From an optimization exercise on the open Yosys and OpenROAD flow, aimed at small area, a short achievable clock period and few clock cycles per item; shortcuts taken in it are not production practice.
Where RTL was checked, it was by simulation tests only, not by an equivalence proof against the original.
Function not checked in run 1: the RTL went through the layout flow alone.
No activity file was given, so power comes from the tool's default toggle rates.

==> config.mk <==
export PLATFORM = sky130hd
export DESIGN_NAME = icache
export DESIGN_NICKNAME = icache
export VERILOG_FILES = /design/flow/design.v
export SDC_FILE = /design/flow/constraint.sdc
export NUM_CORES = 4
export LEC_CHECK = 0
export CAP_MARGIN = 20
export CORE_MARGIN = 2
export CORE_UTILIZATION = 65
export CTS_BUF_LIST = sky130_fd_sc_hd__clkbuf_16
export CTS_CLUSTER_DIAMETER = 80
export CTS_CLUSTER_SIZE = 24
export SETUP_SLACK_MARGIN = 1.2
export SLEW_MARGIN = 20
==> flow/run.sh <==
#!/bin/bash
# The standard layout, with the port buffers inserted as plain buf_4 cells
# instead of the delay cells buffer_ports picks by default.
set -euo pipefail
export BUFFER_PORTS_ARGS="-buffer_cell sky130_fd_sc_hd__buf_4"
bash standard.sh > standard_flow.log 2>&1
==> standard.sh <==
#!/bin/bash
# synth_recipe.tcl (not shown) runs the flow's synth.tcl, then flattens the netlist and writes it again
# the make line also repeats each setting of config.mk as NAME=value (left out here)
make -C /OpenROAD-flow-scripts/flow DESIGN_CONFIG=/design/flow/config.mk WORK_HOME=/design/flow/orfs CLKGATE_MAP_FILE= SYNTH_SCRIPT=/design/flow/synth_recipe.tcl "${@:-finish}"
==> design.v <==
module icache #(
  parameter int WIDTH = 32,
  parameter int LINES = 16,
  parameter int WPL   = 4
) (
  input  logic             clk,
  input  logic             rst,
  input  logic [WIDTH-1:0] pc_fetch,
  input  logic             inv_all,
  output logic [WIDTH-1:0] instr_fetch,
  output logic             stall_pc,
  output logic             mem_req,
  output logic [WIDTH-1:0] mem_addr,
  input  logic [WIDTH-1:0] mem_rdata,
  input  logic             mem_rvalid
);
  localparam int OFF_W    = $clog2(WPL);
  localparam int IDX_W    = $clog2(LINES);
  localparam int LINE_LSB = 2 + OFF_W;
  localparam int TAG_W    = WIDTH - LINE_LSB - IDX_W;
  localparam int LA_W     = WIDTH - LINE_LSB;
  localparam logic [OFF_W-1:0] LAST_BEAT = OFF_W'(WPL - 1);
  logic              open_q;
  logic [LA_W-1:0]   addr_q;
  logic [OFF_W-1:0]  beat_q;
  logic              taint_q;
  logic [LINES-1:0]  valid_q;
  logic [TAG_W-1:0]  tring_q [LINES];
  logic              tpend_q;
  logic [OFF_W-1:0]  rot_q;
  logic [WIDTH-1:0]  ring_q [LINES][WPL];
  logic [WIDTH-1:0]  fb_q   [WPL];
  logic [WPL-1:0]    fb_pend_q;
  logic [IDX_W-1:0]  fb_idx_q [WPL];
  logic [OFF_W-1:0]  pc_off;
  logic [IDX_W-1:0]  pc_idx;
  logic [TAG_W-1:0]  pc_tag;
  logic [IDX_W-1:0]  fill_idx;
  logic [IDX_W-1:0]  wr_idx;
  logic [OFF_W-1:0]  wr_off;
  logic [LINES-1:0]  slot_match;
  logic [LINES-1:0]  tw_start;
  logic [LINES-1:0]  tw_pend;
  logic              ring_hit;
  logic              fill_match;
  logic [LINES-1:0]  slot_sel;
  logic [WPL-1:0]    hi_sel;
  logic [WPL-1:0]    lo_sel;
  logic [LINES-1:0]  slot_wr;
  logic [WPL-1:0]    fb_out;
  logic              part_ok;
  logic              hit;
  logic              start;
  logic              beat;
  logic              last_beat;
  logic              bypass;
  logic              fb_rd;
  logic [WIDTH-1:0]  ring_rd;
  logic [WIDTH-1:0]  side_rd;
  logic              unused_bits;
  assign pc_off   = pc_fetch[LINE_LSB-1:2];
  assign pc_idx   = pc_fetch[LINE_LSB+IDX_W-1:LINE_LSB];
  assign pc_tag   = pc_fetch[WIDTH-1:LINE_LSB+IDX_W];
  assign fill_idx = addr_q[IDX_W-1:0];
  assign unused_bits = ^pc_fetch[1:0];
  always_comb begin
    for (int q = 0; q < WPL; q++) begin
      hi_sel[q] = (pc_idx[IDX_W-1:OFF_W] == OFF_W'(q));
      lo_sel[q] = (pc_idx[OFF_W-1:0] == OFF_W'(OFF_W'(q) - rot_q));
    end
    ring_hit = 1'b0;
    for (int p = 0; p < LINES; p++) begin
      slot_sel[p]   = hi_sel[p / WPL] && lo_sel[p % WPL];
      slot_match[p] = (tring_q[p] == pc_tag);
      ring_hit      = ring_hit | (slot_sel[p] && slot_match[p]);
    end
    ring_hit = ring_hit && valid_q[pc_idx];
  end
  assign fill_match = (pc_fetch[WIDTH-1:LINE_LSB] == addr_q);
  assign part_ok = open_q && !taint_q &&
                   ((pc_off < beat_q) || ((pc_off == beat_q) && mem_rvalid));
  assign hit      = ring_hit || (fill_match && part_ok);
  assign stall_pc = !hit;
  always_comb begin
    ring_rd = '0;
    for (int p = 0; p < LINES; p++) begin
      for (int k = 0; k < WPL; k++)
        ring_rd = ring_rd | (ring_q[p][k] & {WIDTH{slot_sel[p] && (pc_off == OFF_W'(k))}});
    end
  end
  assign fb_rd  = fb_pend_q[pc_off] && (fb_idx_q[pc_off] == pc_idx);
  assign bypass = mem_rvalid && (pc_idx == fill_idx) && (pc_off == beat_q);
  assign side_rd     = bypass ? mem_rdata : fb_q[pc_off];
  assign instr_fetch = (bypass || fb_rd) ? side_rd : ring_rd;
  assign start    = !open_q && !ring_hit;
  assign mem_req  = open_q || start;
  assign mem_addr = open_q ? {addr_q, {LINE_LSB{1'b0}}}
                           : {pc_fetch[WIDTH-1:LINE_LSB], {LINE_LSB{1'b0}}};
  assign beat      = mem_rvalid && (open_q || start);
  assign last_beat = beat && open_q && (beat_q == LAST_BEAT);
  assign wr_idx    = open_q ? fill_idx : pc_idx;
  assign wr_off    = open_q ? beat_q : '0;
  always_comb begin
    for (int p = 0; p < LINES; p++) begin
      tw_start[p] = (p % WPL == 0) && start && slot_sel[p + WPL - 1];
      tw_pend[p]  = (p % WPL == 0) && tpend_q &&
                    (fill_idx[IDX_W-1:OFF_W] == OFF_W'(p / WPL)) &&
                    (OFF_W'(fill_idx[OFF_W-1:0] + rot_q + 1'b1) == '0);
    end
  end
  always_comb begin
    for (int k = 0; k < WPL; k++) begin
      fb_out[k] = fb_pend_q[k] &&
                  (OFF_W'(fb_idx_q[k][OFF_W-1:0] + rot_q + 1'b1) == OFF_W'(k));
    end
    for (int p = 0; p < LINES; p++) begin
      slot_wr[p] = fb_out[p % WPL] &&
                   (fb_idx_q[p % WPL][IDX_W-1:OFF_W] == OFF_W'(p / WPL));
    end
  end
  always_ff @(posedge clk) begin
    if (rst) begin
      open_q    <= 1'b0;
      beat_q    <= '0;
      taint_q   <= 1'b0;
      valid_q   <= '0;
      rot_q     <= '0;
      fb_pend_q <= '0;
      tpend_q   <= 1'b0;
    end else begin
      rot_q   <= rot_q + 1'b1;
      tpend_q <= (start && !(|tw_start)) || (tpend_q && !(|tw_pend));
      if (start) begin
        open_q  <= 1'b1;
        beat_q  <= OFF_W'(beat);
        taint_q <= inv_all;
      end else if (open_q) begin
        if (beat) beat_q <= beat_q + 1'b1;
        if (inv_all) taint_q <= 1'b1;
        if (last_beat) open_q <= 1'b0;
      end
      if (inv_all) begin
        valid_q <= '0;
      end else begin
        if (start) valid_q[pc_idx] <= 1'b0;
        if (last_beat && !taint_q) valid_q[fill_idx] <= 1'b1;
      end
      for (int k = 0; k < WPL; k++) begin
        if (fb_out[k]) fb_pend_q[k] <= 1'b0;
      end
      if (beat) fb_pend_q[wr_off] <= 1'b1;
    end
  end
  always_ff @(posedge clk) begin
    if (start) begin
      addr_q <= pc_fetch[WIDTH-1:LINE_LSB];
    end
  end
  always_ff @(posedge clk) begin
    if (beat && !rst) begin
      fb_q[wr_off]     <= mem_rdata;
      fb_idx_q[wr_off] <= wr_idx;
    end
  end
  always_ff @(posedge clk) begin
    for (int p = 0; p < LINES; p++) begin
      if (tw_start[p] || tw_pend[p]) begin
        tring_q[p] <= tpend_q ? addr_q[LA_W-1:IDX_W] : pc_tag;
      end else begin
        tring_q[p] <= tring_q[(p / WPL) * WPL + (p + WPL - 1) % WPL];
      end
    end
    for (int p = 0; p < LINES; p++) begin
      for (int k = 0; k < WPL; k++) begin
        if (k == p % WPL && slot_wr[p]) begin
          ring_q[p][k] <= fb_q[k];
        end else begin
          ring_q[p][k] <= ring_q[(p / WPL) * WPL + (p + WPL - 1) % WPL][k];
        end
      end
    end
  end
endmodule
==> constraint.sdc <==
create_clock -name core_clock -period 5.5 [get_ports {clk}]
set_input_delay 1.1000 -clock core_clock [delete_from_list [all_inputs] [get_ports {clk}]]
set_output_delay 1.1000 -clock core_clock [all_outputs]
set_load 0.01 [all_outputs]
==> results of run 1 <==
power breakdown:
group          leakage, uW  total, uW  switching [uW]  internal, uW
Sequential          0.0216      21700             989         20700
Clock              0.00205      11000            6250          4710
Combinational       0.0140       2660            1410          1250
logic make-up (layout without fill, tap and decap cells):
family / count (synthesis) / count (layout) / synth area share
other: 1 / 14 / 0.00004575
and+or+nand+nor: 755 / 761 / 0.05138
xor gates and xnor gates: 433 / 433 / 0.04682
adders and majority gates: 13 / 13 / 0.001984
muxes: 742 / 742 / 0.1091
buffers and inverters: 408 / 874 / 0.02258
AOI/OAI and AO/OA: 1108 / 1108 / 0.1045
DFF: 2631 / 2631 / 0.6636
through the flow:
step | cells | area [sq um] | worst slack, ps
5_1_grt | 8216 | 95110 | 412.7
6_report | 8226 | 95140 | 434.8
2_1_floorplan | 6094 | 82330 | 1186
3_5_place_dp | 7731 | 86480 | 99.83
3_3_place_gp | 7727 | 86430 | 20.33
4_1_cts | 8114 | 93090 | 575.9
metal layers:
layer  up-vias  track usage  wire (um)
met5         -            0        103
met4        14       0.2740      23650
met3      1443       0.1650      48040
met2      5321       0.6790     132400
met1     29065       0.6358     118600
li1      23259            -          -
worst min-delay path by stage:
stage	from	to	slack (ps)	depth (start not counted)
2_1_floorplan	ring_q[31][7]	ring_q[19][7]	330	0
3_3_place_gp	ring_q[31][17]	ring_q[19][17]	330	0
3_5_place_dp	ring_q[46][12]	ring_q[34][12]	340	0
4_1_cts	ring_q[55][5]	ring_q[59][5]	340	0
5_1_grt	ring_q[35][16]	ring_q[39][16]	350	0
6_report	ring_q[55][5]	ring_q[59][5]	330	0
cells in the mapped netlist, drive strengths merged (10+ instances only):
library cell and instances:
dfxtp 2459, a22oi 793, mux2 673, xor2 297, buf 226, nand4 223, edfxtp 172, nand2 163
clkbuf 162, nor4 148, xnor2 136, a22o 103, a221oi 101, nor3 43, mux4 42, nor2 40
nand3 35, mux2i 27, and2 26, a31oi 25, a21oi 22, or4 22, inv 20, a21o 19
ha 13, and3 11, a222oi 10, nand2b 10, o21ai 10
repair_timing:
item	in CTS	in global routing
gates cloned	11	8
gates resized for setup	140	166
pin swaps	41	68
setup buffers	173	94
setup endpoints to repair	34	34
state kept, by name, indices dropped and copies added (netlist names):
signal and cells:
tring_q 384, ring_q 2048, taint_q 1, fb_idx_q 16
open_q 1, rot_q 2, fb_pend_q 4, valid_q 16
fb_q 128, tpend_q 1, addr_q 28, beat_q 2
critical path, cell delays in order:
cell and delay [ps]:
buf_4 240, nand2_1 170, buf_4 230, nor4_4 810
buf_6 350, a22oi_1 140, nand3_1 150, or4_1 150
nor4_2 50, a22oi_1 200, buf_4 200, buf_4 130
cell type report:
| cell class | count | area (sq um) |
|---|---|---|
| Sequential cell | 2631 | 54400 |
| Fill cell | 8119 | 30270 |
| Multi-Input combinational cell | 3061 | 27340 |
| Timing Repair Buffer | 655 | 7367 |
| Clock buffer | 142 | 3553 |
| Tap cell | 1650 | 2064 |
| Clock inverter | 57 | 310.3 |
| Inverter | 20 | 75.07 |
| Antenna cell | 10 | 25.02 |
==> impl_metrics.csv, run 1 <==
group,metric,value,unit
synthesis,synth_top_area_frac,0.6006,
synthesis,yosysWarningCount,6,
setup_path,cp.required,4400,ps
synthesis,syn_inst,6091,
clock_tree,tritoncts,"built",
floorplanning,dieArea,0.1290,sq mm
synthesis,seq_area_frac_synth,0.6636,
sta,setup_viol,0,
setup_path,path_class,"input pin to primary output",
floorplanning,core_area,0.1254,sq mm
sta,worstMarginPinSlew,1303,ps
floorplanning,chipWidth,359.1,um
clock_tree,cts.reportedPaths.clkPinSlew,100,ps
sta,fin_crit_sh,0.9209,
layout,layout_common_cells,"2,456 x dfxtp_1, 760 x a22oi_1, 632 x mux2_2",
grt,antenna_found_initial,15,
setup_path,setup.worst_path.start_class,"input pin",
synthesis,synth_seq_cells,2631,
grt,grt_pass1_vias,55925,
grt,grt_pass1_wl,431800,um
synthesis,synthesis.area,0.08197,sq mm
synthesis,ys_top_cells_by_area,"dfxtp_1 60%, mux2_2 8.7%, a22oi_1 7.3%",
hold_path,holdCritPathClass,"register to register",
synthesis,synth-edff-count,172,
layout,area_growth,16.06,%
synthesis,synth_area_per_cell,13.46,sq um
sta,hold_slack,331.1,ps
layout,drive_above_1_share,0.2685,
grt,grt_usage,0.4779,
setup_path,cp-startpoint,"pc_fetch[2]",
clock_tree,clock_latency,830,ps
clock_tree,holdBufCountCts,0,
clock_tree,cts.path.max_buffers,3,
setup_path,r2r-end,"tring_q[12][0]",
route,route.detailed.drc,0,
setup_path,timing.rr.start,"rot_q[1]",
sta,drv_slew,0,
sta,rsz0062_at_grt,"yes",
clock_tree,cts_buffers,131,
route,vias,59102,
synthesis,synth_top_flop_cell,"dfxtp_1",
route,via_per_inst,7.185,
pwr,peakVddDrop,309.2,uV
layout,post-route-util,0.7586,
route,drt_wl_total,322900,um
synthesis,synth_async_sr_flop_share,0,
status,status,"no timing/DRC/antenna violations",
pwr,p_total,35290,uW
sta,finalHoldViolations,0,
synthesis,yosysTopAreaCell,"dfxtp_1",
sta,setup_tns,0,ps
setup_path,setup.worst_path.end,"instr_fetch[8]",
clock_tree,clock_sinks,2631,
setup_path,cp-end-kind,"primary output",
layout,layout_commonest_cell,"dfxtp_1",
floorplanning,start_util,0.6536,
run,cap_violations,0,
setup_path,cp.arrival,3970,ps
sta,finalClockSkew,44.40,ps
route,wl_per_cell,39.25,um
setup_path,worstPathMaxFanout,14,
route,firstDrtPassIters,10,
sta,fmax,197.4,MHz
floorplanning,rows,130,
place,portBuffers,127,
pwr,powerDensity,370.9,mW/mm^2
floorplanning,ios,134,
synthesis,ys_types,65,
grt,grt_overflow,0,
sta,max_slew_margin,0.1312,
place,place.gp.congestion,0.9503,
route,drt-initial-drc-count,10819,
setup_path,rrSetupSlack,1650,ps
grt,grt_max_degree,40,
pwr,p_leak,0.03767,uW
place,detailed_place_hpwl,183800,um
setup_path,r2r_cells,15,
layout,fin_nets,6581,
route,final_antenna_net_count,0,
sta,layout_min_cycle_time,5065,ps
floorplanning,die_height,359.1,um
clock_tree,cts-root-buf,"clkbuf_16",
clock_tree,htreeDepth,4,
==> run 2, diff against run 1 <==
--- a/design.v
+++ b/design.v
@@ -56,6 +56,7 @@
   logic              bypass;
   logic              fb_rd;
   logic [WIDTH-1:0]  ring_rd;
+  logic [WIDTH-1:0]  slot_word [WPL];
   logic [WIDTH-1:0]  side_rd;
   logic              unused_bits;
   assign pc_off   = pc_fetch[LINE_LSB-1:2];
@@ -82,12 +83,13 @@
   assign hit      = ring_hit || (fill_match && part_ok);
   assign stall_pc = !hit;
   always_comb begin
-    ring_rd = '0;
-    for (int p = 0; p < LINES; p++) begin
-      for (int k = 0; k < WPL; k++)
-        ring_rd = ring_rd | (ring_q[p][k] & {WIDTH{slot_sel[p] && (pc_off == OFF_W'(k))}});
+    for (int k = 0; k < WPL; k++) begin
+      slot_word[k] = '0;
+      for (int p = 0; p < LINES; p++)
+        slot_word[k] = slot_word[k] | (ring_q[p][k] & {WIDTH{slot_sel[p]}});
     end
   end
+  assign ring_rd = slot_word[pc_off];
   assign fb_rd  = fb_pend_q[pc_off] && (fb_idx_q[pc_off] == pc_idx);
   assign bypass = mem_rvalid && (pc_idx == fill_idx) && (pc_off == beat_q);
   assign side_rd     = bypass ? mem_rdata : fb_q[pc_off];
==> run 2 against run 1 <==
Effect of this change:
- still clean on timing, DRC and antenna
- worst hold slack improved by 8.5 ps
- clock skew is 15 ps lower
- count of clock-buffer cells in the layout down 20
- global-route usage is 6.6 points lower
- register-to-register slack lost 40 ps
- total power is 1.3% lower
- clock power fell by 9%
- maximum frequency up 6.3%
- die area rose by 0.51%
- critical path type unchanged
- largest power group unchanged
==> impl_metrics.csv, run 2 <==
group,metric,value,unit
status,status,"no timing/DRC/antenna violations",
place,portBuffers,127,
grt,grt_pass1_wl,388500,um
setup_path,cp-end-kind,"primary output",
grt,grt_pass1_vias,54327,
floorplanning,core_area,0.1257,sq mm
floorplanning,ios,134,
layout,largest_register_ffs,2048,
layout,drive_above_1_share,0.2557,
synthesis,synth_top_flop_cell,"dfxtp_1",
pwr,peakVddDrop,289.7,uV
clock_tree,tritoncts,"built",
synthesis,yosysMostFrequentCell,"dfxtp_1",
route,final_antenna_net_count,0,
synthesis,syn_inst,6177,
place,place.gp.congestion,0.8932,
layout,area_growth,15.59,%
route,firstDrtPassIters,9,
setup_path,max_stage_delay,290,ps
clock_tree,cts.path.max_buffers,3,
synthesis,ys_top_cells_by_area,"dfxtp_1 60%, mux2_2 9.2%, edfxtp_1 6.3%",
clock_tree,cts_buffers,120,
synthesis,synth-edff-count,172,
sta,setup_tns,0,ps
setup_path,cp.arrival,3660,ps
layout,layout_commonest_cell,"dfxtp_1",
synthesis,synth_area_per_cell,13.34,sq um
route,wl_per_cell,33.62,um
run,cap_violations,0,
pwr,powerDensity,365.6,mW/mm^2
clock_tree,htreeDepth,3,
layout,reg_top3,"ring_q (2048), tring_q (384), fb_q (128)",
grt,grt_usage,0.4118,
hold_path,holdCritPathClass,"register to register",
sta,fin_crit_sh,0.8663,
floorplanning,rows,130,
place,placed_cells,7783,
setup_path,cp.required,4400,ps
setup_path,worstPathMaxFanout,26,
synthesis,synth_top_area_frac,0.5975,
clock_tree,clock_latency,800,ps
route,route.detailed.drc,0,
synthesis,seq_area_frac_synth,0.6602,
synthesis,synth_seq_cells,2631,
floorplanning,chipWidth,360.0,um
floorplanning,start_util,0.6553,
route,via_per_inst,6.773,
sta,drv_slew,0,
synthesis,yosys-top-cells-count,"2,459 x dfxtp_1, 673 x mux2_2, 460 x a22oi_1",
sta,finalHoldViolations,0,
setup_path,critPathSlowestCell,"a221oi_2",
clock_tree,cts.reportedPaths.clkPinSlew,100,ps
clock_tree,cts-root-buf,"clkbuf_16",
setup_path,path_class,"input pin to primary output",
grt,grt_max_degree,51,
clock_tree,clock_sinks,2631,
layout,fin_nets,6587,
synthesis,ys_types,78,
grt,antenna_found_initial,7,
place,detailed_place_hpwl,153000,um
route,vias,55745,
sta,layout_min_cycle_time,4764,ps
floorplanning,dieArea,0.1296,sq mm
layout,layout_common_cells,"2,456 x dfxtp_1, 673 x mux2_2, 438 x a22oi_1",
route,drt_wl_total,276700,um
layout,stdcell_count,8230,
synthesis,synth_async_sr_flop_share,0,
synthesis,yosysWarningCount,7,
route,drt-initial-drc-count,7636,
sta,setup_viol,0,
sta,max_slew_margin,0.1466,
pwr,p_leak,0.03714,uW
sta,rsz0062_at_grt,"yes",
synthesis,yosysTopAreaCell,"dfxtp_1",
floorplanning,die_height,360.0,um
setup_path,setup.worst_path.start_class,"input pin",
sta,fmax,209.9,MHz
hold_path,holdPathStages,0,
sta,worstMarginPinSlew,1280,ps
setup_path,path_cells,"buf_16 > xor2_4 > buf_12 > mux2i_4 > buf_12 > buf_16 > buf_4 > a221oi_1 > a31oi_1 > o21ai_1 > a221oi_2 > buf_4 > buf_6",
grt,grt_overflow,0,
layout,top_register,"ring_q",
synthesis,synthesis.area,0.08239,sq mm
setup_path,r2r_cells,16,
sta,finalClockSkew,29.75,ps
-- run 2: cell types whose count changed after synthesis, moves of 41 or more --
cell	change
a221oi_1	+50
a21oi_1	+112
nor2_1	+47
nand3_1	+44
mux2_2	+41
clkbuf_1	+46
nand2_1	+42
a22o_1	+61
buf_2	-73
a22oi_1	-333
nor4_1	-60
nand4_1	-113
a222oi_1	+61
buf_1	+49
-- run 2: where the power goes --
group | total, uW | leakage [uW] | switching (uW) | internal [uW]
logic | 3350 | 0.0137 | 1870 | 1480
clock network | 10000 | 0.00186 | 5990 | 4040
registers | 21400 | 0.0216 | 854 | 20600
total | 34800 | 0.0371 | 8720 | 26100
-- run 2: what timing repair did --
| action | in CTS | in global routing |
|---|---|---|
| hold buffers | 0 | 0 |
| endpoints found under the setup margin | 65 | 34 |
| pin swaps | 104 | 120 |
| cloned | 41 | 5 |
| setup buffers | 172 | 33 |
| gates resized for setup | 296 | 138 |
-- run 2: final timing paths --
| path | start | to | slack (ps) |
|---|---|---|---|
| worst max-delay path | pc_fetch[5] | instr_fetch[11] | 740 |
| worst min-delay path | ring_q[19][14] | ring_q[23][14] | 340 |
| worst max register to register | rot_q[0] | tring_q[4][6] | 1610 |
| worst min register to register | ring_q[19][14] | ring_q[23][14] | 340 |
-- run 2: cells by family (layout without fill, tap and decap cells) --
family / count (synthesis) / in the layout / synth area share
DFF: 2631 / 2631 / 0.6602
AOI/OAI and AO/OA: 1207 / 1207 / 0.1128
muxes: 803 / 803 / 0.1157
and+or+nand+nor: 677 / 677 / 0.04200
xor gates and xnor gates: 435 / 435 / 0.04692
buffers and inverters: 410 / 805 / 0.02047
adders and majority gates: 13 / 13 / 0.001974
other: 1 / 9 / 0.00004551
-- run 2: critical path: cells and delay by family --
family,cells,cell delay [ps]
mux,1,280
buf+inv,7,1240
xor+xnor,1,270
compound gates,4,720
-- run 2: layer usage --
layer,GRT usage,part of all wire,vias up
met5,0,0,-
met4,0.2032,0.056,0
met3,0.08286,0.11,831
met2,0.6332,0.44,3643
met1,0.5578,0.39,27872
li1,-,-,23399
-- run 2: metrics by stage --
| step | util | hold slack (ps) | instance area (sq um) | setup slack (ps) | power, uW |
|---|---|---|---|---|---|
| final | 0.7575 | 339.6 | 95240 | 735.6 | 34820 |
| after floorplan | - | 325.7 | 82880 | 995.9 | 23260 |
| after global placement | 0.6895 | 328.9 | 86700 | 260.0 | 24520 |
| after CTS | 0.7487 | 331.3 | 94140 | 744.2 | 34560 |
| after global routing | 0.7574 | 343.3 | 95230 | 623.2 | 35670 |
| after detailed placement | 0.6895 | 332.9 | 86700 | 232.3 | 24570 |
-- run 2: area by class of cell --
type | instances | area [sq um]
fillers | 8135 | 30500
diodes | 5 | 12.51
repair buffers | 596 | 7545
clock inverters | 69 | 330.3
flip-flops and latches | 2631 | 54400
clock buffers | 122 | 3053
inverters | 18 | 67.56
multi-input cells | 3139 | 27760
well taps | 1650 | 2064
Testbench counts of run 2, summed over its fixed seeds: cycles 34,783, fetches 24,000.
==> run 3, diff against run 2 <==
--- a/design.v
+++ b/design.v
@@ -46,6 +46,7 @@
   logic [LINES-1:0]  slot_sel;
   logic [WPL-1:0]    hi_sel;
   logic [WPL-1:0]    lo_sel;
+  logic [WPL-1:0]    lo_dec;
   logic [LINES-1:0]  slot_wr;
   logic [WPL-1:0]    fb_out;
   logic              part_ok;
@@ -56,7 +57,6 @@
   logic              bypass;
   logic              fb_rd;
   logic [WIDTH-1:0]  ring_rd;
-  logic [WIDTH-1:0]  slot_word [WPL];
   logic [WIDTH-1:0]  side_rd;
   logic              unused_bits;
   assign pc_off   = pc_fetch[LINE_LSB-1:2];
@@ -67,7 +67,10 @@
   always_comb begin
     for (int q = 0; q < WPL; q++) begin
       hi_sel[q] = (pc_idx[IDX_W-1:OFF_W] == OFF_W'(q));
-      lo_sel[q] = (pc_idx[OFF_W-1:0] == OFF_W'(OFF_W'(q) - rot_q));
+      lo_dec[q] = (pc_idx[OFF_W-1:0] == OFF_W'(q));
+    end
+    for (int q = 0; q < WPL; q++) begin
+      lo_sel[q] = lo_dec[OFF_W'(OFF_W'(q) - rot_q)];
     end
     ring_hit = 1'b0;
     for (int p = 0; p < LINES; p++) begin
@@ -83,13 +86,10 @@
   assign hit      = ring_hit || (fill_match && part_ok);
   assign stall_pc = !hit;
   always_comb begin
-    for (int k = 0; k < WPL; k++) begin
-      slot_word[k] = '0;
-      for (int p = 0; p < LINES; p++)
-        slot_word[k] = slot_word[k] | (ring_q[p][k] & {WIDTH{slot_sel[p]}});
-    end
+    ring_rd = '0;
+    for (int p = 0; p < LINES; p++)
+      ring_rd = ring_rd | (ring_q[p][pc_off] & {WIDTH{slot_sel[p]}});
   end
-  assign ring_rd = slot_word[pc_off];
   assign fb_rd  = fb_pend_q[pc_off] && (fb_idx_q[pc_off] == pc_idx);
   assign bypass = mem_rvalid && (pc_idx == fill_idx) && (pc_off == beat_q);
   assign side_rd     = bypass ? mem_rdata : fb_q[pc_off];
--- a/config.mk
+++ b/config.mk
@@ -11,5 +11,5 @@
 export CTS_BUF_LIST = sky130_fd_sc_hd__clkbuf_16
 export CTS_CLUSTER_DIAMETER = 80
 export CTS_CLUSTER_SIZE = 24
-export SETUP_SLACK_MARGIN = 1.2
+export SETUP_SLACK_MARGIN = 1.6
 export SLEW_MARGIN = 20
==> run 3 against run 2 <==
Effect of this change:
- still clean
- synthesized cell count shrank 11%
- non-clock buffer count down 245
- final area grew 1.2%
- count of clock-buffer cells in the layout is the same
- clock skew increased by 12 ps
- maximum frequency grew 0.87%
- setup slack gained 41 ps
- combinational power up 1%
- sequential share of layout area down 0.70 points
- clock power barely moved
- largest cell class unchanged
- largest power group unchanged
==> impl_metrics.csv, run 3 <==
group,metric,value,unit
setup_path,setup.worst_path.start_class,"input pin",
synthesis,yosys.area_share.simple,0.03252,
pwr,p_leak,0.03677,uW
sta,drv_slew,0,
grt,grt_overflow,0,
clock_tree,cts_buffers,120,
synthesis,synth_top_flop_cell,"dfxtp_1",
grt,grt_pass1_vias,48716,
pwr,powerDensity,362.0,mW/mm^2
grt,antenna_found_initial,5,
synthesis,synth_top_family_by_area,"multiplexers",
clock_tree,htreeDepth,3,
synthesis,synthesis.area,0.08577,sq mm
route,via_per_inst,6.510,
layout,antenna_cells,0,
layout,fin_nets,5737,
layout,top_register,"ring_q",
floorplanning,start_util,0.6533,
route,route.detailed.drc,0,
setup_path,cp.required,4400,ps
place,place_ws,375.9,ps
clock_tree,tritoncts,"built",
hold_path,holdCritPathClass,"register to register",
synthesis,yosysMostFrequentCell,"dfxtp_1",
synthesis,synth_xor_area_frac,0.04401,
pwr,p_switching,8610,uW
clock_tree,cts.path.max_buffers,3,
layout,largest_register_ffs,2048,
clock_tree,clock_latency,790,ps
status,status,"no timing/DRC/antenna violations",
place,portBuffers,127,
synthesis,synth_top_area_frac,0.5739,
setup_path,cp.arrival,3620,ps
synthesis,synth_seq_cells,2631,
route,firstDrtPassIters,6,
synthesis,synthMuxAreaShare,0.2393,
setup_path,path_class,"input pin to primary output",
sta,setup_viol,0,
sta,fin_ws,776.6,ps
synthesis,synth-edff-count,172,
floorplanning,ios,134,
floorplanning,chipWidth,367.3,um
clock_tree,cts.reportedPaths.clkPinSlew,100,ps
grt,grt_usage,0.3635,
sta,rsz0062_at_grt,"yes",
pwr,p_clk_frac,0.289,
sta,layout_min_cycle_time,4723,ps
sta,finalHoldViolations,0,
synthesis,yosysWarningCount,6,
synthesis,yosysTopAreaCell,"dfxtp_1",
synthesis,synth_area_per_cell,15.57,sq um
clock_tree,clock_sinks,2631,
layout,reg_top3,"ring_q (2048), tring_q (384), fb_q (128)",
pwr,p_seq_frac,0.614,
sta,finalClockSkew,41.43,ps
sta,max_slew_margin,0.1955,
synthesis,synth_compound_area_frac,0.03081,
route,drt_wl_total,247800,um
synthesis,yosys-top-cells-count,"2,459 x dfxtp_1, 596 x mux2_2, 558 x mux4_2",
place,detailed_place_hpwl,139100,um
sta,fin_crit_sh,0.8588,
route,wl_per_cell,33.13,um
grt,grt_max_degree,77,
layout,drive_above_1_share,0.3437,
layout,area_growth,12.41,%
synthesis,ys_top_cells_by_area,"dfxtp_1 57%, mux4_2 15%, mux2_2 7.8%",
synthesis,seq_area_frac_synth,0.6341,
floorplanning,rows,133,
clock_tree,cts-root-buf,"clkbuf_16",
route,drt-initial-drc-count,5680,
setup_path,cp-end-kind,"primary output",
setup_path,worstPathMaxFanout,5,
pwr,internal_power,26290,uW
sta,worstMarginPinSlew,1207,ps
floorplanning,core_area,0.1313,sq mm
pwr,p_total,34900,uW
synthesis,ys_types,58,
floorplanning,dieArea,0.1349,sq mm
sta,fmax,211.7,MHz
layout,layout_common_cells,"2,456 x dfxtp_1, 563 x mux2_2, 558 x mux4_2",
layout,layout_commonest_cell,"dfxtp_1",
grt,grt_pass1_wl,350700,um
layout,post-route-util,0.7344,
sta,setup_tns,0,ps
synthesis,synth_fa_ha_area_frac,0.002042,
pwr,sw_frac_of_total,0.2467,
layout,num-fill-cells,8269,
floorplanning,die_height,367.3,um
pwr,peakVddDrop,345.5,uV
synthesis,syn_inst,5508,
route,vias,48698,
place,place.gp.congestion,0.9823,
pwr,p_comb_frac,0.097,
synthesis,synth_async_sr_flop_share,0,
run,cap_violations,0,
route,final_antenna_net_count,0,
run 3: cell count changes in the layout (fill, tap and decap cells not counted), moves of 128 or more:
cell	before	now
buf_4	344	186
a22o_1	164	0
nand2_1	195	24
a22oi_1	438	107
a221oi_1	128	0
a22oi_2	22	150
mux4_2	50	558
run 3: per-layer routing:
layer	routed length [um]	track usage	part of all wire	vias up
met5	46	0	0.00019	-
met4	10310	0.1414	0.042	6
met3	21220	0.06871	0.086	445
met2	112800	0.5567	0.46	2292
met1	103400	0.5180	0.42	25236
li1	-	-	-	20719
run 3: worst paths after layout:
kind,from,end,slack [ps],cells past startpoint
min,ring_q[4][1],ring_q[8][1],340,0
min reg2reg,ring_q[4][1],ring_q[8][1],340,0
max reg2reg,rot_q[1],tring_q[0][0],1370,15
max,pc_fetch[4],stall_pc,780,11
run 3: stage by stage:
step	cells	hold WS (ps)	cell area, sq um
after floorplan	5511	325.9	86730
after global placement	7152	327.5	89480
after detailed placement	7152	330.9	89480
after CTS	7446	340.6	95410
after global routing	7481	343.8	96420
final	7481	336.0	96420
run 3: area by class of cell:
type                       count  area [sq um]  share of cell area
clock buffer                 122          3053             0.03166
clock inverter                71         399.1            0.004140
inverter                      14         70.07           0.0007267
multi-input combinational   2537         31560              0.3273
sequential                  2631         54400              0.5642
tap                         1755          2196             0.02277
timing repair buffer         351          4747             0.04923
run 3: cell families (layout without fill, tap and decap cells):
group           count (synthesis)  in the layout
flops                        2631           2631
mux                          1248           1248
simple gates                  475            476
xor+xnor                      431            431
compound gates                364            364
buf+inv                       344            558
fa+ha+maj                      14             14
other cells                     1              4
run 3: power groups by stage:
stage	Combinational (uW)	Sequential [uW]	Clock, uW
4_1_cts	3250	21400	10100
5_1_grt	3540	21600	10800
2_1_floorplan	2130	21500	0
6_report	3390	21400	10100
3_5_place_dp	3010	21800	0
3_3_place_gp	3030	21800	0
run 3: worst max-delay path, stage by stage:
cell,delay [ps]
buf_12,110
inv_8,40
ha_4,170
mux4_2,610
buf_6,180
and2_4,190
nand4_1,170
nand4_1,140
or4_4,570
a32oi_2,190
buf_4,140
run 3: timing repair:
item / CTS / global route
hold buffers: 0 / 0
pin swaps: 87 / 74
endpoints found under the setup margin: 201 / 209
cloned: 33 / 6
setup buffers: 68 / 29
resized for setup: 180 / 132
Testbench counts of run 3, summed over its fixed seeds: cycles 34,783, fetches 24,000.
==> run 4, diff against run 3 <==
--- a/config.mk
+++ b/config.mk
@@ -11,5 +11,5 @@
 export CTS_BUF_LIST = sky130_fd_sc_hd__clkbuf_16
 export CTS_CLUSTER_DIAMETER = 80
 export CTS_CLUSTER_SIZE = 24
-export SETUP_SLACK_MARGIN = 1.6
+export SETUP_SLACK_MARGIN = 0.9
 export SLEW_MARGIN = 20
==> run 4 against run 3 <==
Effect of this change:
- sequential share of layout area increased by 0.94 points
- synthesized cell count stayed put
- cell count shrank 0.20%
- largest cell class unchanged
- clock power barely moved
- global-route usage shrank 1.1 points
- utilization decreased by 1.2 points
- register-to-register slack worse by 20 ps
- highest routed layer unchanged
- setup slack better by 6.6 ps
- combinational power fell by 4%
==> impl_metrics.csv, run 4 <==
group,metric,value,unit
run,cap_violations,0,
layout,drive_above_1_share,0.3232,
clock_tree,cts_buffers,121,
route,wl_per_cell,32.64,um
pwr,powerDensity,366.6,mW/mm^2
setup_path,path_class,"input pin to primary output",
layout,stdcell_count,7466,
sta,max_slew_margin,0.2403,
layout,fin_area,0.09484,sq mm
layout,post-route-util,0.7223,
floorplanning,core_area,0.1313,sq mm
grt,grt_overflow,0,
floorplanning,ios,134,
floorplanning,die_height,367.3,um
layout,reg_top3,"ring_q (2048), tring_q (384), fb_q (128)",
grt,grt_pass1_vias,49066,
pwr,p_switching,8590,uW
setup_path,path_cells,"buf_12 > inv_8 > ha_4 > mux4_2 > buf_6 > and2_4 > buf_12 > nand4_1 > nand4_1 > or4_4 > nand3b_1 > buf_4",
floorplanning,chipWidth,367.3,um
synthesis,synthesis.area,0.08577,sq mm
place,detailed_place_hpwl,141500,um
pwr,peakVddDrop,385.9,uV
synthesis,synth_seq_cells,2631,
synthesis,yosys-top-cells-count,"2,459 x dfxtp_1, 596 x mux2_2, 558 x mux4_2",
grt,grt_usage,0.3525,
sta,fmax,212.0,MHz
setup_path,path_buf_inv,5,
setup_path,setup.worst_path.start_class,"input pin",
sta,setup_viol,0,
pwr,p_total,34770,uW
synthesis,synth_area_per_cell,15.57,sq um
grt,grt_max_degree,91,
clock_tree,cts-root-buf,"clkbuf_16",
floorplanning,rows,133,
place,portBuffers,127,
layout,layout_commonest_cell,"dfxtp_1",
setup_path,critPathSlowestCell,"mux4_2",
route,drt-initial-drc-count,5680,
clock_tree,clock_latency,800,ps
floorplanning,start_util,0.6533,
clock_tree,cts.reportedPaths.clkPinSlew,100,ps
sta,finalClockSkew,55.07,ps
layout,area_growth,10.57,%
place,place.gp.congestion,0.9677,
place,placed_cells,7183,
status,status,"no timing/DRC/antenna violations",
synthesis,synth-edff-count,172,
setup_path,cp.arrival,3620,ps
floorplanning,dieArea,0.1349,sq mm
sta,fin_crit_sh,0.8576,
route,vias,48721,
sta,setup_tns,0,ps
setup_path,cp-end-kind,"primary output",
setup_path,max_stage_delay,570,ps
sta,layout_min_cycle_time,4717,ps
pwr,p_comb_frac,0.094,
setup_path,cp.required,4400,ps
route,via_per_inst,6.526,
synthesis,yosysMostFrequentCell,"dfxtp_1",
synthesis,yosysWarningCount,6,
pwr,p_clk_frac,0.290,
pwr,p_seq_frac,0.616,
sta,drv_slew,0,
sta,rsz0062_at_grt,"yes",
grt,antenna_found_initial,4,
route,drt_wl_total,243700,um
hold_path,holdCritPathClass,"register to register",
synthesis,ys_top_cells_by_area,"dfxtp_1 57%, mux4_2 15%, mux2_2 7.8%",
synthesis,synth_top_flop_cell,"dfxtp_1",
pwr,internal_power,26180,uW
setup_path,worstPathMaxFanout,6,
clock_tree,tritoncts,"built",
pwr,p_leak,0.03633,uW
clock_tree,clock_sinks,2631,
synthesis,synth_async_sr_flop_share,0,
route,firstDrtPassIters,6,
synthesis,synth_top_area_frac,0.5739,
synthesis,ys_types,58,
layout,antenna_cells,0,
sta,finalHoldViolations,0,
synthesis,syn_inst,5508,
layout,fin_nets,5725,
clock_tree,htreeDepth,3,
layout,largest_register_ffs,2048,
pwr,sw_frac_of_total,0.2471,
clock_tree,cts.path.max_buffers,3,
layout,top_register,"ring_q",
sta,worstMarginPinSlew,1140,ps
synthesis,yosysTopAreaCell,"dfxtp_1",
route,route.detailed.drc,0,
synthesis,seq_area_frac_synth,0.6341,
route,final_antenna_net_count,0,
grt,grt_pass1_wl,343100,um
place,placed_cell_area,0.08923,sq mm
setup_path,critPathTopFamily,"simple AND/OR/NAND/NOR gates",
layout,layout_common_cells,"2,456 x dfxtp_1, 596 x mux2_2, 559 x mux4_2",
[run 4: cell counts after synthesis]
Identical to the previous run, type by type.
[run 4: worst register-to-register path, delay by kind of cell, from the launching register on]
family                 cells  cell delay, ps
AND/OR/NAND/NOR            5            1290
multiplexers               1             690
buffers and inverters      3             790
flip-flops                 1             480
AO/OA/AOI/OAI              2             550
[run 4: area by class of cell]
cell class | instances | area, sq um
tap | 1755 | 2196
sequential | 2631 | 54400
multi-input combinational | 2539 | 30710
inverter | 14 | 67.56
timing repair buffer | 336 | 4023
fill | 8470 | 36460
clock buffer | 124 | 3103
clock inverter | 67 | 346.6
[run 4: kinds of logic (layout without fill, tap and decap cells)]
kind of cell / after synthesis / in the layout / synth area share
compound gates: 364 / 364 / 0.03081
xor+xnor: 431 / 431 / 0.04401
fa+ha+maj: 14 / 14 / 0.002042
buf+inv: 344 / 541 / 0.01717
flops: 2631 / 2631 / 0.6341
mux: 1248 / 1249 / 0.2393
other cells: 1 / 4 / 0.00004372
simple gates: 475 / 477 / 0.03252
[run 4: power by group through the flow]
stage	clock, uW	sequential, uW	combinational [uW]
after floorplan	0	21500	2080
after global placement	0	21800	3010
after detailed placement	0	21800	3000
after CTS	10100	21400	3140
after global routing	10800	21600	3400
final	10100	21400	3260
[run 4: worst paths after layout]
kind | start | endpoint | slack, ps | depth (start not counted)
max | pc_fetch[5] | mem_req | 780 | 12
min | tring_q[6][5] | tring_q[7][5] | 320 | 0
max reg2reg | rot_q[1] | fb_q[0][10] | 1350 | 11
min reg2reg | tring_q[6][5] | tring_q[7][5] | 320 | 0
[run 4: through the flow]
| stage | worst slack (ps) | hold slack [ps] |
|---|---|---|
| 6_report | 783.1 | 315.4 |
| 5_1_grt | 736.7 | 331.7 |
| 4_1_cts | 822.8 | 330.0 |
| 3_5_place_dp | 328.9 | 331.4 |
| 3_3_place_gp | 305.1 | 326.5 |
| 2_1_floorplan | 453.9 | 325.9 |
[run 4: metal layers]
layer	wire [um]	part of all wire	track usage
met1	102200	0.42	0.4977
met2	111300	0.46	0.5456
met3	19700	0.081	0.06421
met4	10410	0.043	0.1389
met5	27	0.00011	0
[run 4: timing repair]
| item | 4_1_cts | 5_1_grt |
|---|---|---|
| gates cloned | 13 | 9 |
| resized for setup | 90 | 94 |
| setup buffers | 40 | 30 |
| pin swaps | 25 | 37 |
| setup endpoints to repair | 34 | 34 |
| hold buffers | 0 | 0 |
==> run 5, diff against run 4 <==
--- a/config.mk
+++ b/config.mk
@@ -11,5 +11,5 @@
 export CTS_BUF_LIST = sky130_fd_sc_hd__clkbuf_16
 export CTS_CLUSTER_DIAMETER = 80
 export CTS_CLUSTER_SIZE = 24
-export SETUP_SLACK_MARGIN = 0.9
+export SETUP_SLACK_MARGIN = 1.2
 export SLEW_MARGIN = 20
==> run 5 against run 4 <==
Effect of this change:
- clock skew shrank 35 ps
- global-route usage shrank 0.23 points
- utilization shrank 0.21 points
- critical path depth shrank 2
- non-clock buffer count shrank 30
- total power shrank 0.41%
- count of clock-buffer cells in the layout shrank 3
- register-to-register slack lost 40 ps
- cell count shrank 0.40%
==> impl_metrics.csv, run 5 <==
group,metric,value,unit
layout,reg_top3,"ring_q (2048), tring_q (384), fb_q (128)",
clock_tree,clock_sinks,2631,
sta,setup_viol,0,
synthesis,syn_inst,5508,
place,detailed_place_hpwl,142600,um
route,vias,48346,
synthesis,synth_async_sr_flop_share,0,
sta,setup_tns,0,ps
clock_tree,cts.path.max_buffers,3,
synthesis,synth_seq_cells,2631,
setup_path,setup.worst_path.start_class,"input pin",
synthesis,yosysWarningCount,6,
sta,worstMarginPinSlew,1142,ps
sta,max_slew_margin,0.2368,
synthesis,synth_top_flop_cell,"dfxtp_1",
run,cap_violations,0,
floorplanning,start_util,0.6533,
setup_path,cp.arrival,3570,ps
layout,top_register,"ring_q",
route,route.detailed.drc,0,
setup_path,worstPathMaxFanout,5,
setup_path,cp.required,4400,ps
synthesis,seq_area_frac_synth,0.6341,
synthesis,ys_types,58,
clock_tree,htreeDepth,3,
grt,antenna_found_initial,6,
grt,grt_pass1_wl,341500,um
layout,area_growth,10.25,%
grt,grt_overflow,0,
setup_path,cp-end-kind,"primary output",
pwr,powerDensity,366.2,mW/mm^2
synthesis,ys_top_cells_by_area,"dfxtp_1 57%, mux4_2 15%, mux2_2 7.8%",
sta,fmax,214.0,MHz
grt,grt_pass1_vias,49081,
floorplanning,rows,133,
pwr,p_leak,0.03615,uW
layout,layout_commonest_cell,"dfxtp_1",
pwr,peakVddDrop,316.0,uV
sta,drv_slew,0,
floorplanning,die_height,367.3,um
layout,stdcell_count,7436,
sta,finalHoldViolations,0,
clock_tree,holdBufCountCts,0,
clock_tree,cts_buffers,120,
grt,grt_max_degree,92,
sta,finalClockSkew,20.16,ps
route,wl_per_cell,32.01,um
clock_tree,cts-root-buf,"clkbuf_16",
route,final_antenna_net_count,0,
route,drt-initial-drc-count,5089,
floorplanning,ios,134,
layout,layout_common_cells,"2,456 x dfxtp_1, 578 x mux2_2, 558 x mux4_2",
grt,grt_usage,0.3502,
clock_tree,clock_latency,780,ps
route,drt_wl_total,238000,um
sta,fin_crit_sh,0.8494,
hold_path,holdCritPathClass,"register to register",
layout,largest_register_ffs,2048,
route,firstDrtPassIters,5,
clock_tree,tritoncts,"built",
place,portBuffers,127,
layout,drive_above_1_share,0.3248,
synthesis,yosys-top-cells-count,"2,459 x dfxtp_1, 596 x mux2_2, 558 x mux4_2",
synthesis,synthesis.area,0.08577,sq mm
layout,num-fill-cells,8628,
sta,layout_min_cycle_time,4672,ps
setup_path,path_class,"input pin to primary output",
clock_tree,cts.reportedPaths.clkPinSlew,90,ps
route,via_per_inst,6.502,
floorplanning,dieArea,0.1349,sq mm
place,place.gp.congestion,0.9719,
place,placed_cells,7170,
floorplanning,core_area,0.1313,sq mm
synthesis,yosysMostFrequentCell,"dfxtp_1",
synthesis,yosysTopAreaCell,"dfxtp_1",
sta,rsz0062_at_grt,"yes",
synthesis,synth-edff-count,172,
floorplanning,chipWidth,367.3,um
status,status,"no timing/DRC/antenna violations",
synthesis,synth_area_per_cell,15.57,sq um
synthesis,synth_top_area_frac,0.5739,
layout,fin_nets,5691,
run 5: cell count changes in the layout (fill, tap and decap cells not counted), sizes merged, moves of 2 or more:
cell,change
buf,-24
clkbuf,-10
diode,+4
and2,-2
bufinv,+2
inv,+2
run 5: cells by family after synthesis:
group                    count (synthesis)  share of synthesized area
other                                    1                 0.00004372
buffers and inverters                  344                    0.01717
AND/OR/NAND/NOR                        475                    0.03252
flip-flops                            2631                     0.6341
XOR/XNOR                               431                    0.04401
adder cells (fa/ha/maj)                 14                   0.002042
AO/OA/AOI/OAI                          364                    0.03081
multiplexers                          1248                     0.2393
run 5: timing repair:
item                                    in CTS  in global routing
endpoints found under the setup margin      68                 34
pin swaps                                   56                 58
gates cloned                                13                  1
buffers inserted                            48                 10
resized for setup                          184                 53
run 5: area by class of cell:
cell class | instances | area [sq um] | share of cell area
antenna | 4 | 10.01 | 0.0001058
timing repair buffer | 306 | 3573 | 0.03779
inverter | 14 | 67.56 | 0.0007145
sequential | 2631 | 54400 | 0.5752
multi-input combinational | 2536 | 30900 | 0.3267
clock buffer | 121 | 3028 | 0.03202
clock inverter | 69 | 395.4 | 0.004181
tap | 1755 | 2196 | 0.02322
run 5: power breakdown:
part | internal, uW | switching [uW] | leakage [uW]
combinational | 1490 | 1710 | 0.0127
clock | 4110 | 5900 | 0.00188
sequential | 20600 | 851 | 0.0216
run 5: worst paths after layout:
path,start,end,slack (ps),depth (start not counted)
hold / removal,ring_q[16][5],ring_q[20][5],340,0
setup reg to reg,rot_q[0],fb_q[0][26],1310,11
hold reg to reg,ring_q[16][5],ring_q[20][5],340,0
setup / recovery,pc_fetch[4],stall_pc,830,10
run 5: metrics by stage:
step | total power [uW] | worst slack, ps | hold WS (ps) | utilization | area [sq um]
3_3_place_gp | 24770 | 359.0 | 326.5 | 0.6785 | 89080
3_5_place_dp | 24810 | 324.7 | 331.4 | 0.6785 | 89080
5_1_grt | 35650 | 826.6 | 347.9 | 0.7202 | 94560
2_1_floorplan | 23640 | 454.2 | 325.9 | - | 86090
4_1_cts | 34620 | 850.4 | 335.8 | 0.7173 | 94180
6_report | 34630 | 828.2 | 339.7 | 0.7202 | 94570
run 5: routing by layer:
layer / vias to the layer above / track usage / routed length [um]
met5: - / 0 / 25
met4: 4 / 0.1311 / 10260
met3: 464 / 0.05652 / 18180
met2: 2105 / 0.5444 / 109500
met1: 25137 / 0.5000 / 100000
li1: 20636 / - / -
run 5: worst max-delay path, cell delays in order:
cell and delay (ps):
buf_16 110, inv_8 40, ha_4 160, mux4_2 610
and3_4 320, nand4_1 150, nand4_1 120, or4_4 600
a32oi_2 180, buf_4 150
==> run 6, diff against run 5 <==
--- a/config.mk
+++ b/config.mk
@@ -7,7 +7,7 @@
 export LEC_CHECK = 0
 export CAP_MARGIN = 20
 export CORE_MARGIN = 2
-export CORE_UTILIZATION = 65
+export CORE_UTILIZATION = 58
 export CTS_BUF_LIST = sky130_fd_sc_hd__clkbuf_16
 export CTS_CLUSTER_DIAMETER = 80
 export CTS_CLUSTER_SIZE = 24
==> run 6 against run 5 <==
Effect of this change:
- still clean
- count of clock-buffer cells in the layout is 14 higher
- routed wire length increased by 3.4%
- utilization shrank 7.1 points
- synthesized cell count did not move
- sequential cell count did not move
- maximum frequency decreased by 0.41%
- clock power up 8%
- sequential share of layout area is 0.63 points lower
- largest power group unchanged
==> impl_metrics.csv, run 6 <==
group,metric,value,unit
setup_path,path_class,"input pin to primary output",
route,drt_wl_total,246000,um
synthesis,yosysMostFrequentCell,"dfxtp_1",
clock_tree,cts.path.max_buffers,3,
layout,area_growth,11.48,%
sta,layout_min_cycle_time,4691,ps
synthesis,synthesis.area,0.08577,sq mm
setup_path,critPathSlowestCell,"or4_4",
pwr,p_leak,0.03654,uW
place,placed_cells,7360,
setup_path,worstPathMaxFanout,8,
sta,finalHoldViolations,0,
pwr,peakVddDrop,328.2,uV
run,cap_violations,0,
route,firstDrtPassIters,6,
grt,antenna_found_initial,9,
route,route.detailed.drc,0,
layout,layout_common_cells,"2,456 x dfxtp_1, 578 x mux2_2, 559 x mux4_2",
setup_path,path_common_cell,"nand4_1",
route,final_antenna_net_count,0,
status,status,"no timing/DRC/antenna violations",
grt,grt_max_degree,93,
synthesis,ys_top_cells_by_area,"dfxtp_1 57%, mux4_2 15%, mux2_2 7.8%",
synthesis,yosysWarningCount,6,
synthesis,synth_top_area_frac,0.5739,
floorplanning,core_area,0.1473,sq mm
clock_tree,cts-root-buf,"clkbuf_16",
grt,grt_overflow,0,
setup_path,cp-end-kind,"primary output",
layout,fin_nets,5734,
floorplanning,dieArea,0.1510,sq mm
layout,drive_above_1_share,0.3308,
route,wl_per_cell,32.09,um
sta,fmax,213.2,MHz
setup_path,cp.required,4400,ps
grt,grt_pass1_wl,348000,um
hold_path,holdCritPathClass,"register to register",
place,place.gp.congestion,0.9547,
clock_tree,clock_latency,800,ps
layout,num-fill-cells,10675,
sta,fin_crit_sh,0.8529,
layout,stdcell_count,7666,
sta,setup_viol,0,
sta,setup_tns,0,ps
setup_path,critPathTopFamily,"simple AND/OR/NAND/NOR gates",
route,via_per_inst,6.282,
clock_tree,cts.reportedPaths.clkPinSlew,90,ps
synthesis,seq_area_frac_synth,0.6341,
sta,rsz0062_at_grt,"yes",
floorplanning,chipWidth,388.6,um
clock_tree,holdBufCountCts,0,
setup_path,max_stage_delay,590,ps
synthesis,yosys-top-cells-count,"2,459 x dfxtp_1, 596 x mux2_2, 558 x mux4_2",
clock_tree,htreeDepth,4,
route,drt-initial-drc-count,4503,
synthesis,synth-edff-count,172,
setup_path,path_buf_inv,3,
synthesis,yosysTopAreaCell,"dfxtp_1",
setup_path,cp.arrival,3590,ps
floorplanning,die_height,388.6,um
sta,drv_slew,0,
floorplanning,ios,134,
layout,largest_register_ffs,2048,
floorplanning,start_util,0.5823,
layout,top_register,"ring_q",
synthesis,syn_inst,5508,
synthesis,synth_area_per_cell,15.57,sq um
clock_tree,clock_sinks,2631,
grt,grt_usage,0.3210,
clock_tree,tritoncts,"built",
floorplanning,rows,141,
clock_tree,cts_buffers,131,
synthesis,synth_async_sr_flop_share,0,
sta,finalClockSkew,27.92,ps
setup_path,path_cells,"buf_16 > inv_8 > ha_4 > mux4_2 > and2_4 > nand4_1 > nand4_1 > or4_4 > a32oi_2 > buf_4",
sta,worstMarginPinSlew,1221,ps
pwr,powerDensity,371.4,mW/mm^2
synthesis,ys_types,58,
route,vias,48161,
place,detailed_place_hpwl,147200,um
setup_path,setup.worst_path.start_class,"input pin",
layout,layout_commonest_cell,"dfxtp_1",
sta,max_slew_margin,0.1861,
synthesis,synth_seq_cells,2631,
grt,grt_pass1_vias,48481,
layout,reg_top3,"ring_q (2048), tring_q (384), fb_q (128)",
synthesis,synth_top_flop_cell,"dfxtp_1",
place,portBuffers,127,
[run 6: cell counts after synthesis]
Identical to the previous run, type by type.
[run 6: cells by family after synthesis]
kind of cell / Yosys count / share of synthesized area
AO/OA/AOI/OAI: 364 / 0.03081
XOR/XNOR: 431 / 0.04401
adder cells (fa/ha/maj): 14 / 0.002042
buffers and inverters: 344 / 0.01717
flip-flops: 2631 / 0.6341
multiplexers: 1248 / 0.2393
other: 1 / 0.00004372
AND/OR/NAND/NOR: 475 / 0.03252
[run 6: routing by layer]
layer | global-route usage | vias to the layer above | share of wire
met5 | 0 | - | 0.00019
met1 | 0.4613 | 25013 | 0.44
met4 | 0.1018 | 6 | 0.031
li1 | - | 20770 | -
met2 | 0.4948 | 1993 | 0.46
met3 | 0.06071 | 379 | 0.076
[run 6: stage by stage]
| stage | utilization | setup WS [ps] | total power, uW | area [sq um] | hold slack, ps |
|---|---|---|---|---|---|
| after floorplan | - | 454.2 | 23640 | 86090 | 325.9 |
| after global routing | 0.6491 | 777.4 | 36570 | 95620 | 333.5 |
| after detailed placement | 0.6075 | 290.2 | 24840 | 89490 | 331.5 |
| final | 0.6491 | 808.9 | 35510 | 95620 | 328.6 |
| after global placement | 0.6075 | 313.7 | 24830 | 89490 | 327.3 |
| after CTS | 0.6454 | 820.5 | 35540 | 95080 | 330.5 |
[run 6: path summary, 6_finish.rpt]
kind / slack [ps] / startpoint / to / cells after the start
max: 810 / pc_fetch[4] / stall_pc / 10
min: 330 / ring_q[42][1] / ring_q[46][1] / 0
max reg2reg: 1280 / rot_q[1] / fb_q[0][14] / 12
min reg2reg: 330 / ring_q[42][1] / ring_q[46][1] / 0
[run 6: repair_timing]
action,in CTS,in global routing
setup buffers,58,15
gates cloned,12,4
pin swaps,68,46
endpoints found under the setup margin,105,95
resized for setup,184,67
[run 6: layout make-up]
type | count | area, sq um | share of cell area
Sequential cell | 2631 | 54400 | 0.5689
Tap cell | 1930 | 2415 | 0.02525
Inverter | 14 | 65.06 | 0.0006804
Antenna cell | 2 | 5.005 | 0.00005234
Timing Repair Buffer | 335 | 3911 | 0.04090
Clock inverter | 80 | 533.0 | 0.005574
Clock buffer | 135 | 3378 | 0.03533
Multi-Input combinational cell | 2539 | 30910 | 0.3233
[run 6: report_power, final]
group	internal [uW]	total (uW)	switching, uW
combinational	1500	3250	1750
clock	4690	10800	6160
sequential	20600	21400	843
total	26800	35500	8750
==> run 7, diff against run 6 <==
--- a/design.v
+++ b/design.v
@@ -28,6 +28,7 @@
   logic [TAG_W-1:0]  tring_q [LINES];
   logic              tpend_q;
   logic [OFF_W-1:0]  rot_q;
+  logic [WPL-1:0]    lo_map_q [WPL];   
   logic [WIDTH-1:0]  ring_q [LINES][WPL];
   logic [WIDTH-1:0]  fb_q   [WPL];
   logic [WPL-1:0]    fb_pend_q;
@@ -70,7 +71,7 @@
       lo_dec[q] = (pc_idx[OFF_W-1:0] == OFF_W'(q));
     end
     for (int q = 0; q < WPL; q++) begin
-      lo_sel[q] = lo_dec[OFF_W'(OFF_W'(q) - rot_q)];
+      lo_sel[q] = |(lo_dec & lo_map_q[q]);
     end
     ring_hit = 1'b0;
     for (int p = 0; p < LINES; p++) begin
@@ -165,6 +166,13 @@
     end
   end
   always_ff @(posedge clk) begin
+    for (int q = 0; q < WPL; q++) begin
+      if (rst) begin
+        lo_map_q[q] <= WPL'(1) << q;
+      end else begin
+        lo_map_q[q] <= lo_map_q[(q + WPL - 1) % WPL];
+      end
+    end
     for (int p = 0; p < LINES; p++) begin
       if (tw_start[p] || tw_pend[p]) begin
         tring_q[p] <= tpend_q ? addr_q[LA_W-1:IDX_W] : pc_tag;
--- a/config.mk
+++ b/config.mk
@@ -7,7 +7,7 @@
 export LEC_CHECK = 0
 export CAP_MARGIN = 20
 export CORE_MARGIN = 2
-export CORE_UTILIZATION = 58
+export CORE_UTILIZATION = 65
 export CTS_BUF_LIST = sky130_fd_sc_hd__clkbuf_16
 export CTS_CLUSTER_DIAMETER = 80
 export CTS_CLUSTER_SIZE = 24
==> run 7 against run 6 <==
Effect of this change:
- worst hold slack better by 13 ps
- global-route usage increased by 3.2 points
- routed wire length rose by 0.70%
- critical endpoint is now instr_fetch[30]
==> impl_metrics.csv, run 7 <==
group,metric,value,unit
route,vias,49141,
sta,setup_tns,0,ps
grt,grt_overflow,0,
place,placed_cell_area,0.08937,sq mm
synthesis,synth-edff-count,172,
layout,multi_input_area,0.03089,sq mm
layout,fin_area,0.09767,sq mm
setup_path,path_class,"input pin to primary output",
synthesis,synth_async_sr_flop_share,0,
clock_tree,tritoncts,"built",
clock_tree,cts.reportedPaths.clkPinSlew,90,ps
sta,finalClockSkew,29.96,ps
clock_tree,clock_sinks,2647,
layout,area_growth,13.95,%
setup_path,path_common_cell,"buf_12",
route,drt-initial-drc-count,5192,
setup_path,critPathSlowestCell,"mux4_2",
floorplanning,rows,133,
synthesis,ys_top_cells_by_area,"dfxtp_1 58%, mux4_2 15%, mux2_2 7.9%",
synthesis,yosysTopAreaCell,"dfxtp_1",
clock_tree,cts-root-buf,"clkbuf_16",
sta,layout_min_cycle_time,4463,ps
setup_path,max_stage_delay,550,ps
layout,post-route-util,0.7448,
layout,layout_commonest_cell,"dfxtp_1",
sta,finalHoldViolations,0,
clock_tree,cts_buffers,121,
sta,max_slew_margin,0.2305,
hold_path,holdCritPathClass,"register to register",
grt,grt_max_degree,62,
place,detailed_place_hpwl,141100,um
synthesis,yosysWarningCount,7,
sta,worstMarginPinSlew,1154,ps
place,portBuffers,127,
synthesis,synth_top_area_frac,0.5781,
synthesis,synth_compound_area_frac,0.03517,
layout,reg_top3,"ring_q (2048), tring_q (384), fb_q (128)",
route,final_antenna_net_count,0,
sta,rsz0062_at_grt,"yes",
grt,antenna_found_initial,7,
synthesis,seq_area_frac_synth,0.6383,
synthesis,synth_top_flop_cell,"dfxtp_1",
synthesis,yosys.area_share.simple,0.02577,
layout,largest_register_ffs,2048,
layout,fin_nets,5837,
sta,fmax,224.1,MHz
route,wl_per_cell,32.64,um
synthesis,synth_area_per_cell,15.66,sq um
route,via_per_inst,6.474,
synthesis,synth_xor_area_frac,0.04404,
sta,setup_viol,0,
synthesis,synth_fa_ha_area_frac,0.002044,
pwr,powerDensity,352.9,mW/mm^2
layout,seq_area,0.05472,sq mm
synthesis,synth_top_family_by_area,"multiplexers",
floorplanning,dieArea,0.1348,sq mm
floorplanning,start_util,0.6536,
synthesis,synthesis.area,0.08571,sq mm
route,route.detailed.drc,0,
grt,grt_pass1_vias,49893,
floorplanning,chipWidth,367.1,um
setup_path,cp.arrival,3360,ps
synthesis,synthMuxAreaShare,0.2375,
sta,fin_crit_sh,0.8115,
layout,top_register,"ring_q",
setup_path,cp.required,4400,ps
sta,drv_slew,0,
run,cap_violations,0,
synthesis,yosys-top-cells-count,"2,475 x dfxtp_1, 598 x mux2_2, 554 x mux4_2",
setup_path,path_cells,"buf_16 > mux4_2 > xnor2_2 > nor3_4 > a31o_4 > buf_12 > buf_12 > buf_12 > nor3_2 > a21oi_1 > buf_4",
clock_tree,clock_latency,790,ps
setup_path,setup.worst_path.start_class,"input pin",
route,drt_wl_total,247700,um
clock_tree,htreeDepth,3,
sta,hold_slack,341.3,ps
setup_path,cp-end-kind,"primary output",
pwr,peakVddDrop,337.1,uV
floorplanning,ios,134,
route,firstDrtPassIters,6,
grt,grt_pass1_wl,344500,um
status,status,"no timing/DRC/antenna violations",
layout,num-fill-cells,8235,
synthesis,yosysMostFrequentCell,"dfxtp_1",
grt,grt_usage,0.3531,
place,place.gp.congestion,0.9174,
floorplanning,core_area,0.1311,sq mm
synthesis,synth_seq_cells,2647,
layout,drive_above_1_share,0.3476,
synthesis,syn_inst,5474,
pwr,p_leak,0.03744,uW
clock_tree,cts.path.max_buffers,3,
synthesis,ys_types,61,
layout,layout_common_cells,"2,473 x dfxtp_1, 598 x mux2_2, 554 x mux4_2",
setup_path,worstPathMaxFanout,8,
floorplanning,die_height,367.1,um
-- run 7: kinds of logic (layout without fill, tap and decap cells) --
logic type,count (synthesis),in the layout
muxes,1245,1245
other,1,10
adders and majority gates,14,14
and+or+nand+nor,395,395
xor gates and xnor gates,431,431
DFF,2647,2647
buffers and inverters,340,690
AOI/OAI and AO/OA,401,403
-- run 7: power breakdown --
part	leakage, uW	switching (uW)	internal, uW
clock	0.00191	5980	4080
combinational	0.0138	1530	1550
sequential	0.0217	762	20600
total	0.0374	8270	26200
-- run 7: path summary, 6_finish.rpt --
path / cells past startpoint / slack [ps] / endpoint / start
worst max-delay path: 11 / 1040 / instr_fetch[30] / pc_fetch[2]
worst max register to register: 13 / 1880 / fb_q[0][21] / lo_map_q[3][2]
worst min register to register: 0 / 340 / ring_q[11][19] / ring_q[7][19]
worst min-delay path: 0 / 340 / ring_q[11][19] / ring_q[7][19]
-- run 7: layout make-up --
| cell class | instances | share of cell area |
|---|---|---|
| multi-input cells | 2492 | 0.3162 |
| clock inverters | 74 | 0.003613 |
| diodes | 6 | 0.0001537 |
| inverters | 21 | 0.0009608 |
| well taps | 1755 | 0.02248 |
| clock buffers | 123 | 0.03151 |
| flip-flops and latches | 2647 | 0.5602 |
| repair buffers | 472 | 0.06483 |
-- run 7: critical path: cells and delay by family --
family | cells | cell delay, ps
multiplexers | 1 | 550
buffers and inverters | 5 | 780
AO/OA/AOI/OAI | 2 | 420
XOR/XNOR | 1 | 180
AND/OR/NAND/NOR | 2 | 290
-- run 7: metal layers --
metal / wire length, um / global-route usage / up-vias / share of wire
met3: 20940 / 0.06264 / 471 / 0.085
li1: - / - / 20784 / -
met5: 76 / 0 / - / 0.00031
met2: 116400 / 0.5637 / 2352 / 0.47
met1: 100400 / 0.4870 / 25524 / 0.41
met4: 9847 / 0.1325 / 10 / 0.040
-- run 7: metrics by stage --
| step | cells | worst slack [ps] | total power (uW) |
|---|---|---|---|
| after floorplan | 5477 | 1202 | 23320 |
| after global placement | 7168 | 360.6 | 24290 |
| after detailed placement | 7169 | 406.3 | 24340 |
| after CTS | 7509 | 1107 | 34330 |
| after global routing | 7584 | 1018 | 35440 |
| final | 7590 | 1037 | 34470 |
-- run 7: timing repair --
item                                    in CTS  in global routing
setup buffers                              109                 52
resized for setup                          193                153
pin swaps                                   41                 59
gates cloned                                34                 23
hold buffers                                 0                  0
endpoints found under the setup margin      34                 34
Testbench counts of run 7, summed over its fixed seeds: cycles 34,783, fetches 24,000.

==> port drivers added, routing unchanged <==
In the flow no input, the clock included, has a driving cell. The finished layouts below were timed again as built, in two steps.
Step 1 sets driving cells, clkbuf_16 on the clock port and buf_2 on the other inputs (assumed; they add their load-dependent delay and slew).
Step 2 times the ports against the registers' clock, not the clock port: input delays grow and output delays shrink by t, the midpoint of the rising clock arrivals with the driver on.
Slacks: ideal / step 1 / step 2; pairs: ideal / step 1.
run	t, ns	setup WS [ns]	worst setup path at the end
run 1	0.888	0.435 / 0.361 / 0.393	input to output
run 2	0.857	0.736 / 0.566 / 0.566	input to output
run 3	0.859	0.777 / 0.699 / 0.392	input to register
run 4	0.865	0.783 / 0.714 / 0.369	input to register
run 5	0.848	0.828 / 0.705 / 0.327	input to register
run 6	0.869	0.809 / 0.721 / 0.312	input to register
run 7	0.855	1.037 / 0.751 / 0.618	input to register
After both steps setup and hold are still met in every run listed. The setup slack of run 5, which loses most, moves by -0.123 ns with the drivers and by -0.501 ns with both steps.
